Source: an optimization exercise on an open RTL-to-GDS flow (aim: small area and a short achievable clock period). Production flows keep margins and buffers that such runs may drop.
Only simulation tests tie the RTL to the original design; equivalence was not proved.
Power figures rest on the tool's default switching activity, not on a simulated workload.

Design htpa_target_builder, start of the top module:
module htpa_target_builder #(
    parameter int N_TGT   = 20,
    parameter int MARGIN  = 2,
    parameter int MIN_PIX = 4
) (
    input  logic                   clk,
    input  logic                   rst_n,
    input  logic                   frame_start,
    input  logic                   frame_end,
    input  logic                   pix_valid,
    input  logic [6:0]             pix_x,
    input  logic [5:0]             pix_y,
    input  logic                   pix_hot,
    input  logic                   pix_fire,
    output logic [N_TGT-1:0]       busy,
    output logic [26*N_TGT-1:0]    box,
    output logic [N_TGT-1:0]       fire_out,
    output logic                   overflow,
    output logic                   frame_done
);
export LEC_CHECK = 0
export ABC_AREA = 1
export CAP_MARGIN = 20
export CORE_MARGIN = 2
export CORE_UTILIZATION = 60
export CTS_CLUSTER_DIAMETER = 80
export CTS_CLUSTER_SIZE = 24
export SETUP_SLACK_MARGIN = 2.5
export SLEW_MARGIN = 20
create_clock -name core_clock -period 7.0 [get_ports {clk}]
standard.sh (not shown) runs the stock make flow with config.mk's settings and CLKGATE_MAP_FILE= SYNTH_SCRIPT=/design/flow/synth_recipe.tcl, a recipe that flattens the netlist after the stock synthesis.
==> flow/flow/run.sh <==
#!/bin/bash
cp standard.sh standard_sh_copy.txt
export BUFFER_PORTS_ARGS="-buffer_cell sky130_fd_sc_hd__buf_1"
export POST_GLOBAL_ROUTE_TCL="$PWD/flow/post_grt.tcl"
bash standard.sh > standard_flow.log 2>&1
==> flow/flow/post_grt.tcl <==
# Runs at the end of ORFS's global-route step (POST_GLOBAL_ROUTE_TCL). The timing repair
# there can upsize the loads of a weak driver and leave its net over the slew or
# capacitance limit, with no design repair after it; repair it here the same way the
# step's own repair_design does, then re-legalise and re-route the touched nets.
log_cmd estimate_parasitics -global_routing
log_cmd repair_design -verbose -cap_margin 30 -slew_margin 30
log_cmd global_route -start_incremental
log_cmd detailed_placement
log_cmd global_route -end_incremental
log_cmd estimate_parasitics -global_routing
write_guides $::env(RESULTS_DIR)/route.guide
The baseline completed without violations.
Edit:
==> flow/flow/run.sh (replaced) <==
#!/bin/bash
cp standard.sh standard_sh_copy.txt
export BUFFER_PORTS_ARGS="-buffer_cell sky130_fd_sc_hd__buf_1"
bash standard.sh > standard_flow.log 2>&1
--- a/flow/config.mk
+++ b/flow/config.mk
@@ -10,6 +10,4 @@
 export CORE_MARGIN = 2
 export CORE_UTILIZATION = 60
-export CTS_CLUSTER_DIAMETER = 80
-export CTS_CLUSTER_SIZE = 24
-export SETUP_SLACK_MARGIN = 2.5
+export SETUP_SLACK_MARGIN = 3.0
 export SLEW_MARGIN = 20
removed: flow/flow/post_grt.tcl
Effect: With this change the flow finished with capacitance limit, slew limit left. Global-route usage climbs by 2.0 points. Maximum frequency rose by 9.5%. Sequential share of layout area is lower by 4.8 points. Cell count increases by 3.4%. Synthesized area stays the same. Power increases by 22%. Sequential power is about the same. Core utilization grows by 8.9 points. Hold slack is worse by 0.0065 ns. Wire length is higher by 11%. Clock power climbs by 64%.
Edit:
==> flow/flow/run.sh (replaced) <==
#!/bin/bash
cp standard.sh standard_sh_copy.txt
export BUFFER_PORTS_ARGS="-buffer_cell sky130_fd_sc_hd__buf_1"
export POST_GLOBAL_ROUTE_TCL="$PWD/flow/post_grt.tcl"
bash standard.sh > standard_flow.log 2>&1
==> flow/flow/post_grt.tcl (new file) <==
# Runs at the end of ORFS's global-route step (POST_GLOBAL_ROUTE_TCL). The timing repair
# there can upsize the loads of a weak driver and leave its net over the slew or
# capacitance limit, with no design repair after it; repair it here the same way the
# step's own repair_design does, then re-legalise and re-route the touched nets.
log_cmd estimate_parasitics -global_routing
log_cmd repair_design -verbose -cap_margin 30 -slew_margin 30
log_cmd global_route -start_incremental
log_cmd detailed_placement
log_cmd global_route -end_incremental
log_cmd estimate_parasitics -global_routing
write_guides $::env(RESULTS_DIR)/route.guide
--- a/flow/config.mk
+++ b/flow/config.mk
@@ -10,4 +10,4 @@
 export CORE_MARGIN = 2
 export CORE_UTILIZATION = 60
-export SETUP_SLACK_MARGIN = 3.0
+export SETUP_SLACK_MARGIN = 2.7
 export SLEW_MARGIN = 20
The new run produced a clean layout; total power hardly moves; clock power grows by about 2%; sequential share of layout area rises by 2.7 points; setup slack gets worse by 0.054 ns; combinational power fell by about 7%; wire length drops by about 7%; sequential cell count does not change; final area came out lower by 6.7%; register-to-register slack gets worse by 0.11 ns.

========
## red
htpa_target_builder again, from the RTL that the note above started with.
Settings: LEC_CHECK=0, ABC_AREA=1, CAP_MARGIN=20, CORE_MARGIN=2, CORE_UTILIZATION=60, CTS_CLUSTER_DIAMETER=100, CTS_CLUSTER_SIZE=20, SETUP_SLACK_MARGIN=2.5, SLEW_MARGIN=20; clock period 7.0 ns.
==> flow/flow/run.sh <==
#!/bin/bash
cp standard.sh standard_sh_copy.txt
export BUFFER_PORTS_ARGS="-buffer_cell sky130_fd_sc_hd__buf_1"
export POST_GLOBAL_ROUTE_TCL="$PWD/flow/post_grt.tcl"
bash standard.sh > standard_flow.log 2>&1
==> flow/flow/post_grt.tcl <==
# Runs at the end of ORFS's global-route step (POST_GLOBAL_ROUTE_TCL). The timing repair
# there can upsize the loads of a weak driver and leave its net over the slew or
# capacitance limit, with no design repair after it; repair it here the same way the
# step's own repair_design does, then re-legalise and re-route the touched nets.
log_cmd estimate_parasitics -global_routing
log_cmd repair_design -verbose -cap_margin 30 -slew_margin 30
log_cmd global_route -start_incremental
log_cmd detailed_placement
log_cmd global_route -end_incremental
log_cmd estimate_parasitics -global_routing
write_guides $::env(RESULTS_DIR)/route.guide
red ended with every stage complete and zero timing, DRC or antenna violations.
Modified inputs, blue compared to red
Settings: CTS_CLUSTER_SIZE removed (was 20); CTS_CLUSTER_DIAMETER removed (was 100).
-- flow/flow/run.sh --
<<< red, line 4
export POST_GLOBAL_ROUTE_TCL="$PWD/flow/post_grt.tcl"
>>> blue, line 4
removed: flow/flow/post_grt.tcl
## What came out
When blue is measured against red, its global routing usage on met2 turns out 0.61 points higher. Against red, blue reports a power share of the clock group that is higher. Diff red -> blue: overall power after layout went up; final worst setup slack grew by 0.032 ns; worst path arrival time moved up; global-route wire length before repair now larger. Signed area change from the synthesized netlist to the final layout was higher in the run labelled blue.

==> static timing again, ports no longer ideal <==
The results above use ideal ports. As a check the final layouts listed here were re-extracted and re-timed, cells and wires unchanged. Step 1, drivers: a clkbuf_16 drives clk and a buf_2 each remaining input, both assumed. Step 2 moves the port delays by t, midway between the first and last clock arrival at a register: inputs arrive t later, outputs are due t later. That takes back most of the time a late clock gives input paths. a / b / c = ideal / step 1 / step 2; a / b = the first two.
run	shift t [ns]	setup slack, ns	cell pins on the clock port's net
the first run of note 1	0.808	2.224 / 2.269 / 1.461	1
the second run of note 1	0.812	2.637 / 2.695 / 1.883	1
the third run of note 1	0.801	2.582 / 2.519 / 1.718	1
red	0.750	2.481 / 2.475 / 1.725	1
blue	0.792	2.513 / 2.510 / 1.718	1
For the third run of note 1, which loses most, drivers alone change the setup slack by -0.063 ns; drivers and shift together by -0.864 ns.
